Source: an optimization exercise on an open RTL-to-GDS flow (aim: a short achievable clock period and few clock cycles). Production flows keep margins and buffers that such runs may drop.
In this exercise RTL edits were held to simulation tests only and were not proved equivalent to the original.

==> inputs of run B <==
// cpu_core
module cpu_core (
    input  logic              clk,
    input  logic              rst_n,
    input  logic              load_en,
    input  logic [data_w-1:0] load_addr,
    input  logic [data_w-1:0] load_data,
    input  logic [data_w-1:0] in_port,
    output logic              in_rd,
    output logic [data_w-1:0] out_port,
    output logic              out_valid
);
    function automatic logic f_l(input logic [7:0] c);    
        f_l = c[7:4] == op_ldm;
    endfunction
    function automatic logic f_br(input logic [7:0] c);
        f_br = c[7:4] == op_jz || c[7:4] == op_jmp;
    endfunction
    function automatic logic f_alu(input logic [7:0] c);
        f_alu = c[7:4] == op_add || c[7:4] == op_sub || c[7:4] == op_and || c[7:4] == op_or;
    endfunction
    function automatic logic f_wr(input logic [7:0] c);   
        f_wr = c[7:4] == op_mov || f_alu(c) || c[7:4] == op_in || c[7:4] == op_ldd;
    endfunction
    function automatic logic f_rda(input logic [7:0] c);
        f_rda = f_alu(c) || c[7:4] == op_std;
    endfunction
    function automatic logic f_rdb(input logic [7:0] c);
  ...
clock: 6.5 ns
lec_check: 0
cap_margin: 20
core_margin: 2
core_utilization: 40
setup_slack_margin: 1.0
slew_margin: 20
tns_end_percent: 5
run.sh (not shown) runs the stock make flow with config.mk's settings and CLKGATE_MAP_FILE= SYNTH_SCRIPT=/design/flow/synth_recipe.tcl, a recipe that flattens the netlist after the stock synthesis.
==> inputs of run F, as changes to run B <==
--- a/flow/design.v
+++ b/flow/design.v
@@ -32,25 +32,25 @@
     } instr_word_t;
 endpackage
 module rd_eo (
     input  logic [255:0][7:0] m,
     input  logic [3:0]        oh,
     input  logic [7:0]        ol,
-    input  logic [3:0]        eh,
-    input  logic [7:0]        el,
+    input  logic              a2,
     output logic [7:0][7:0]   y
 );
+    logic [31:0] so, se;
     logic [31:0] wo, we;
     always_comb begin
+        for (int i = 0; i < 32; i++) so[i] = oh[i / 8] & ol[i % 8];
+        for (int i = 0; i < 32; i++) se[i] = a2 ? so[(i + 31) % 32] : so[i];
         wo = '0;
         we = '0;
         for (int i = 0; i < 32; i++) begin
-            wo = wo | ({32{oh[i / 8] & ol[i % 8]}} &
-                       {m[8*i+7], m[8*i+6], m[8*i+5], m[8*i+4]});
-            we = we | ({32{eh[i / 8] & el[i % 8]}} &
-                       {m[8*i+3], m[8*i+2], m[8*i+1], m[8*i]});
+            wo = wo | ({32{so[i]}} & {m[8*i+7], m[8*i+6], m[8*i+5], m[8*i+4]});
+            we = we | ({32{se[i]}} & {m[8*i+3], m[8*i+2], m[8*i+1], m[8*i]});
         end
     end
     assign y = {wo, we};
 endmodule
 import cpu_pkg::*;
 module cpu_core (
@@ -96,68 +96,66 @@
                  (x[7:4] == op_out && y[7:4] == op_out);
     endfunction
     logic [255:0][7:0] mem;
     logic [3:0][7:0]   r;
     logic [7:0]        pc;
     logic [7:0]        w0, w1, w2, w3;
-    logic              redir;    
+    logic              ready;    
+    logic              redir;
+    assign redir = !ready;
     logic              z;
     logic [7:0]        out_q;
     logic [3:0][7:0] sq, tt;
     logic [7:0]      ta;
     logic [7:0][7:0] sqb;
     logic [7:0]      pa;
     logic [4:0]      sqo, sqe;
-    assign pa  = pc + 8'd4;
     assign sqo = pa[7:3];
     assign sqe = pa[7:3] + 5'(pa[2]);
-    rd_eo u_sq (.m(mem), .oh(4'(1) << sqo[4:3]), .ol(8'(1) << sqo[2:0]),
-                .eh(4'(1) << sqe[4:3]), .el(8'(1) << sqe[2:0]), .y(sqb));
+    rd_eo u_sq (.m(mem), .oh(4'(1) << pa[7:6]), .ol(8'(1) << pa[5:3]), .a2(pa[2]), .y(sqb));
     logic       tsel;
     logic [5:0] tsrc;                       
     logic [5:0][7:0] tcand;
     assign tsel  = redir || l0;
     assign tcand = {w2, w1, r[3], r[2], r[1], r[0]};
     always_comb begin
         tsrc = '0;
         if (ldreg) tsrc[ldrb] = 1'b1;
         else if (tsel) tsrc[4] = 1'b1;
         else tsrc[5] = 1'b1;
     end
-    logic [3:0]      toh, teh;
-    logic [7:0]      tol, tel;
+    logic [3:0]      toh;
+    logic [7:0]      tol, tlo;
+    logic            ta2;
     logic [7:0][7:0] tb;
-    logic [5:0][3:0] coh, ceh;
-    logic [5:0][7:0] col, cel;
+    logic [5:0][3:0] coh;
+    logic [5:0][7:0] col, clo;
     for (genvar s = 0; s < 6; s++) begin : g_tc
-        logic [4:0] eidx;
-        assign eidx   = tcand[s][7:3] + 5'(tcand[s][2]);
         assign coh[s] = {4{tsrc[s]}} & (4'd1 << tcand[s][7:6]);
         assign col[s] = {8{tsrc[s]}} & (8'd1 << tcand[s][5:3]);
-        assign ceh[s] = {4{tsrc[s]}} & (4'd1 << eidx[4:3]);
-        assign cel[s] = {8{tsrc[s]}} & (8'd1 << eidx[2:0]);
+        assign clo[s] = {8{tsrc[s]}} & (8'd1 << tcand[s][2:0]);
     end
     always_comb begin
         toh = '0;
         tol = '0;
-        teh = '0;
-        tel = '0;
+        tlo = '0;
         for (int s = 0; s < 6; s++) begin
             toh = toh | coh[s];
             tol = tol | col[s];
-            teh = teh | ceh[s];
-            tel = tel | cel[s];
+            tlo = tlo | clo[s];
         end
         ta = ({8{tsrc[0]}} & r[0]) | ({8{tsrc[1]}} & r[1]) | ({8{tsrc[2]}} & r[2]) |
              ({8{tsrc[3]}} & r[3]) | ({8{tsrc[4]}} & w1) | ({8{tsrc[5]}} & w2);
+        ta2 = |tlo[7:4];
     end
-    rd_eo u_t (.m(mem), .oh(toh), .ol(tol), .eh(teh), .el(tel), .y(tb));
-    for (genvar j = 0; j < 4; j++) begin : g_tt
-        logic [2:0] bj;
-        assign bj    = ta[2:0] + 3'(j);
-        assign tt[j] = tb[bj];
+    rd_eo u_t (.m(mem), .oh(toh), .ol(tol), .a2(ta2), .y(tb));
+    always_comb begin
+        for (int j = 0; j < 4; j++) begin
+            tt[j] = '0;
+            for (int q = 0; q < 8; q++) tt[j] = tt[j] | ({8{tlo[(q - j + 8) % 8]}} & tb[q]);
+        end
     end
     logic [7:0] c0, c1, c2;        
     logic [7:0] i0, i1, i2;        
     logic       l0, l1, l2;
     logic       fits2, ok2;
     logic       inc0, inc1, inc2;
@@ -381,23 +379,25 @@
             end
         end
         if (use_rg && !redir) wn[1] = rtgt;
     end
     always_ff @(posedge clk or negedge rst_n) begin
         if (!rst_n) begin
-            redir <= 1'b1;
+            ready <= 1'b0;
             pc    <= '0;
+            pa    <= 8'd4;
             w1    <= '0;
             r     <= '0;
             z     <= 1'b0;
             out_q <= '0;
             ov_q  <= 1'b0;
         end else begin
             ov_q  <= ov_en;
-            redir <= redir_n;
+            ready <= !redir_n;
             pc    <= pc_n;
+            pa    <= pc_n + 8'd4;
             w1    <= wn[1];
             r     <= r_n;
             z     <= z_n;
             if (ov_en) out_q <= ov;
         end
     end
--- a/flow/config.mk
+++ b/flow/config.mk
@@ -5,9 +5,10 @@
 export SDC_FILE = /design/flow/constraint.sdc
 export NUM_CORES = 4
 export LEC_CHECK = 0
 export CAP_MARGIN = 20
 export CORE_MARGIN = 2
 export CORE_UTILIZATION = 40
+export MIN_ROUTING_LAYER = met2
 export SETUP_SLACK_MARGIN = 1.0
 export SLEW_MARGIN = 20
 export TNS_END_PERCENT = 5
==> inputs of run X, as changes to run B <==
--- a/flow/design.v
+++ b/flow/design.v
@@ -32,25 +32,25 @@
     } instr_word_t;
 endpackage
 module rd_eo (
     input  logic [255:0][7:0] m,
     input  logic [3:0]        oh,
     input  logic [7:0]        ol,
-    input  logic [3:0]        eh,
-    input  logic [7:0]        el,
+    input  logic              a2,
     output logic [7:0][7:0]   y
 );
+    logic [31:0] so, se;
     logic [31:0] wo, we;
     always_comb begin
+        for (int i = 0; i < 32; i++) so[i] = oh[i / 8] & ol[i % 8];
+        for (int i = 0; i < 32; i++) se[i] = a2 ? so[(i + 31) % 32] : so[i];
         wo = '0;
         we = '0;
         for (int i = 0; i < 32; i++) begin
-            wo = wo | ({32{oh[i / 8] & ol[i % 8]}} &
-                       {m[8*i+7], m[8*i+6], m[8*i+5], m[8*i+4]});
-            we = we | ({32{eh[i / 8] & el[i % 8]}} &
-                       {m[8*i+3], m[8*i+2], m[8*i+1], m[8*i]});
+            wo = wo | ({32{so[i]}} & {m[8*i+7], m[8*i+6], m[8*i+5], m[8*i+4]});
+            we = we | ({32{se[i]}} & {m[8*i+3], m[8*i+2], m[8*i+1], m[8*i]});
         end
     end
     assign y = {wo, we};
 endmodule
 import cpu_pkg::*;
 module cpu_core (
@@ -96,68 +96,66 @@
                  (x[7:4] == op_out && y[7:4] == op_out);
     endfunction
     logic [255:0][7:0] mem;
     logic [3:0][7:0]   r;
     logic [7:0]        pc;
     logic [7:0]        w0, w1, w2, w3;
-    logic              redir;    
+    logic              ready;    
+    logic              redir;
+    assign redir = !ready;
     logic              z;
     logic [7:0]        out_q;
     logic [3:0][7:0] sq, tt;
     logic [7:0]      ta;
     logic [7:0][7:0] sqb;
     logic [7:0]      pa;
     logic [4:0]      sqo, sqe;
-    assign pa  = pc + 8'd4;
     assign sqo = pa[7:3];
     assign sqe = pa[7:3] + 5'(pa[2]);
-    rd_eo u_sq (.m(mem), .oh(4'(1) << sqo[4:3]), .ol(8'(1) << sqo[2:0]),
-                .eh(4'(1) << sqe[4:3]), .el(8'(1) << sqe[2:0]), .y(sqb));
+    rd_eo u_sq (.m(mem), .oh(4'(1) << pa[7:6]), .ol(8'(1) << pa[5:3]), .a2(pa[2]), .y(sqb));
     logic       tsel;
     logic [5:0] tsrc;                       
     logic [5:0][7:0] tcand;
     assign tsel  = redir || l0;
     assign tcand = {w2, w1, r[3], r[2], r[1], r[0]};
     always_comb begin
         tsrc = '0;
         if (ldreg) tsrc[ldrb] = 1'b1;
         else if (tsel) tsrc[4] = 1'b1;
         else tsrc[5] = 1'b1;
     end
-    logic [3:0]      toh, teh;
-    logic [7:0]      tol, tel;
+    logic [3:0]      toh;
+    logic [7:0]      tol, tlo;
+    logic            ta2;
     logic [7:0][7:0] tb;
-    logic [5:0][3:0] coh, ceh;
-    logic [5:0][7:0] col, cel;
+    logic [5:0][3:0] coh;
+    logic [5:0][7:0] col, clo;
     for (genvar s = 0; s < 6; s++) begin : g_tc
-        logic [4:0] eidx;
-        assign eidx   = tcand[s][7:3] + 5'(tcand[s][2]);
         assign coh[s] = {4{tsrc[s]}} & (4'd1 << tcand[s][7:6]);
         assign col[s] = {8{tsrc[s]}} & (8'd1 << tcand[s][5:3]);
-        assign ceh[s] = {4{tsrc[s]}} & (4'd1 << eidx[4:3]);
-        assign cel[s] = {8{tsrc[s]}} & (8'd1 << eidx[2:0]);
+        assign clo[s] = {8{tsrc[s]}} & (8'd1 << tcand[s][2:0]);
     end
     always_comb begin
         toh = '0;
         tol = '0;
-        teh = '0;
-        tel = '0;
+        tlo = '0;
         for (int s = 0; s < 6; s++) begin
             toh = toh | coh[s];
             tol = tol | col[s];
-            teh = teh | ceh[s];
-            tel = tel | cel[s];
+            tlo = tlo | clo[s];
         end
         ta = ({8{tsrc[0]}} & r[0]) | ({8{tsrc[1]}} & r[1]) | ({8{tsrc[2]}} & r[2]) |
              ({8{tsrc[3]}} & r[3]) | ({8{tsrc[4]}} & w1) | ({8{tsrc[5]}} & w2);
+        ta2 = |tlo[7:4];
     end
-    rd_eo u_t (.m(mem), .oh(toh), .ol(tol), .eh(teh), .el(tel), .y(tb));
-    for (genvar j = 0; j < 4; j++) begin : g_tt
-        logic [2:0] bj;
-        assign bj    = ta[2:0] + 3'(j);
-        assign tt[j] = tb[bj];
+    rd_eo u_t (.m(mem), .oh(toh), .ol(tol), .a2(ta2), .y(tb));
+    always_comb begin
+        for (int j = 0; j < 4; j++) begin
+            tt[j] = '0;
+            for (int q = 0; q < 8; q++) tt[j] = tt[j] | ({8{tlo[(q - j + 8) % 8]}} & tb[q]);
+        end
     end
     logic [7:0] c0, c1, c2;        
     logic [7:0] i0, i1, i2;        
     logic       l0, l1, l2;
     logic       fits2, ok2;
     logic       inc0, inc1, inc2;
@@ -169,20 +167,21 @@
     assign l1 = f_l(c1);
     assign c2 = (!l0 && !l1) ? w2 : w3;
     assign i2 = w3;
     assign l2 = f_l(c2);
     assign fits2 = !(l0 && l1) && ((!l0 && !l1) || !l2);
     always_comb begin
-        if (!l0 && !l1)     ok2 = l2;                               
+        if (!l0 && !l1)     ok2 = l2 || (!f_conf(c0, c2, 1'b0, 2'd0) &&   
+                                         !f_conf(c1, c2, 1'b0, 2'd0));
         else if (!l0 && l1) ok2 = !f_conf(c0, c2, 1'b1, c1[3:2]);   
         else                ok2 = !f_conf(c1, c2, 1'b0, 2'd0);      
     end
     assign inc0 = !redir;
     assign inc1 = inc0 && c0[7:4] != op_jmp && !(f_br(c0) && f_br(c1)) &&
                   !(f_br(c0) && c1[7:4] == op_ldd) && !(c0[7:4] == op_ldd && f_br(c1)) &&
-                  !(c1[7:4] == op_ldd && !fb1) &&
+                  !(c1[7:4] == op_ldd && !fb1 && l0) &&
                   !(!l0 && !l1 && f_conf(c0, c1, 1'b0, 2'd0));
     assign inc2 = inc1 && fits2 && c1[7:4] != op_jmp && ok2 && c2[7:4] != op_in &&
                   !(f_br(c2) && (f_br(c0) || f_br(c1))) &&
                   !(f_br(c2) && (c0[7:4] == op_ldd || c1[7:4] == op_ldd)) &&
                   !(c2[7:4] == op_ldd && (f_br(c0) || f_br(c1))) &&
                   !(c2[7:4] == op_ldd && !fb2);
@@ -203,15 +202,16 @@
     assign fb1_t1 = l0 && c0[3:2] == c1[1:0];
     assign fb2_t2 = l1 && c1[3:2] == c2[1:0];
     assign fb2_t1 = !fb2_t2 && l0 && c0[3:2] == c2[1:0];
     assign fb1    = fb1_t1;              
     assign fb2    = fb2_t1 || fb2_t2;
     logic [1:0] ldrb;
-    logic ldreg;
-    assign ldrb  = c0[1:0];
-    assign ldreg = !redir && c0[7:4] == op_ldd;
+    logic ldreg, ldreg1;
+    assign ldreg1 = !redir && !l0 && c0[7:4] != op_ldd && !f_br(c0) && w1[7:4] == op_ldd;
+    assign ldrb   = ldreg1 ? w1[1:0] : c0[1:0];
+    assign ldreg  = (!redir && c0[7:4] == op_ldd) || ldreg1;
     function automatic logic [7:0] f_alu_res(input logic [7:0] c, input logic [7:0] a,
                                              input logic [7:0] b);
         case (c[5:4])
             2'd2:    f_alu_res = a + b;    
             2'd3:    f_alu_res = a - b;    
             2'd0:    f_alu_res = a & b;    
@@ -381,23 +381,25 @@
             end
         end
         if (use_rg && !redir) wn[1] = rtgt;
     end
     always_ff @(posedge clk or negedge rst_n) begin
         if (!rst_n) begin
-            redir <= 1'b1;
+            ready <= 1'b0;
             pc    <= '0;
+            pa    <= 8'd4;
             w1    <= '0;
             r     <= '0;
             z     <= 1'b0;
             out_q <= '0;
             ov_q  <= 1'b0;
         end else begin
             ov_q  <= ov_en;
-            redir <= redir_n;
+            ready <= !redir_n;
             pc    <= pc_n;
+            pa    <= pc_n + 8'd4;
             w1    <= wn[1];
             r     <= r_n;
             z     <= z_n;
             if (ov_en) out_q <= ov;
         end
     end
--- a/flow/config.mk
+++ b/flow/config.mk
@@ -5,9 +5,11 @@
 export SDC_FILE = /design/flow/constraint.sdc
 export NUM_CORES = 4
 export LEC_CHECK = 0
 export CAP_MARGIN = 20
 export CORE_MARGIN = 2
 export CORE_UTILIZATION = 40
+export MIN_ROUTING_LAYER = met2
+export PLACE_DENSITY = 0.5
 export SETUP_SLACK_MARGIN = 1.0
 export SLEW_MARGIN = 20
 export TNS_END_PERCENT = 5
==> flow_results.org <==
** Status
- The flow ran to the end and the layout has no timing, DRC or antenna violations.

** Routing
- WL met3 :: 130000 µm

** Layout
- In the layout the tool counted multi-input logic cells amounting to 6269.
- Once layout is complete, the cells apart from fillers number 14210.
- Registers represent a cell area share of 45.9%.
- Storage element area :: 63500 µm²
- Flip-flop count of the largest register after layout :: 2048

** STA
- Setup violations remaining at the end of the flow were counted as 0.
- The number of max-slew violations in the final report came to 0.

** Critical path
- Max stage delay cell, worst path :: sky130_fd_sc_hd__nor3_1

** Run
- Max-cap violations in this run came to 0.

** Synth
- Summing the sequential cell areas from Yosys gives 56.6% of the chip area.

** Clocking
- Clock tree synthesis found a total of 2131 sinks.
The numbers above come from run B.

==> flow_results.org <==
** Synth
- For this run, the register share of the synthesized area comes to 56.9%.
- Of all flip-flops after synthesis, the portion carrying an async set or reset was 3.04%.
- Count leader, synth :: sky130_fd_sc_hd__edfxtp_1

** Status
- Run status :: aborted with a tool error
- Progress stopped at global routing.
- The first error in the log reads "[ERROR GRT-0116] Global routing finished with congestion. Check the congestion regions in the DRC Viewer".

** Global routing
- Layer with the highest usage :: met3

** Floorplanning
- Once the floorplan was initialized, standard cells occupied 40.1% of the core.
- I/O pins :: 37

** Clocking
- Cts bufs inserted :: 230
- Sink Count :: 2137
The numbers above come from run X.

==> flow_results.org <==
** Synth
- Portion of the post-synthesis area used by sequential elements :: 57.2%
- In this run the biggest area consumer among cell types represents 55.3% of the synthesized area.
- By area, the combinational part of the netlist is dominated by compound AO/OA/AOI/OAI gates.
- Mean instance size in the synthesized netlist :: 12.1 µm²

** Clocking
- The longest clock path from root to sink contains 4 buffers.
- In this run the post-CTS setup repair buffer count came out at 129.

** Status
- First reported error :: [ERROR GRT-0116] Global routing finished with congestion. Check the congestion regions in the DRC Viewer.
- It got as far as global routing and failed there.
- The flow did not finish.

** Placed design
- Before CTS, the worst setup slack after placement is -557 ps.
The numbers above come from run F.

Testbench counts of run B, summed over its fixed seeds: cycles 11,708.
Testbench counts of run F, summed over its fixed seeds: cycles 11,708.
Testbench counts of run X, summed over its fixed seeds: cycles 11,265.

## re-timing with driven ports
How much do the figures lean on ideal ports? The routed layout below was timed once more, with nothing changed but the port constraints. Step 1 (the two cells are an assumption about what drives the block):
set clk [get_ports {clk}]
set_driving_cell -lib_cell sky130_fd_sc_hd__clkbuf_16 $clk
set_driving_cell -lib_cell sky130_fd_sc_hd__buf_2 [delete_from_list [all_inputs] $clk]
Step 2 also shifts input and output timing later by t, the mid clock arrival at the registers, as if the neighbouring blocks saw the same clock. Slacks: ideal / step 1 / step 2; pairs: ideal / step 1.
run: run B
t, ns: 1.063
setup slack, ns: 0.658 / 0.658 / 0.658
worst register clock-pin slew, ns: 0.07 / 0.07
After both steps setup and hold are still met in run B. For run B, drivers alone change the setup slack by 0.000 ns; drivers and shift together by 0.000 ns.
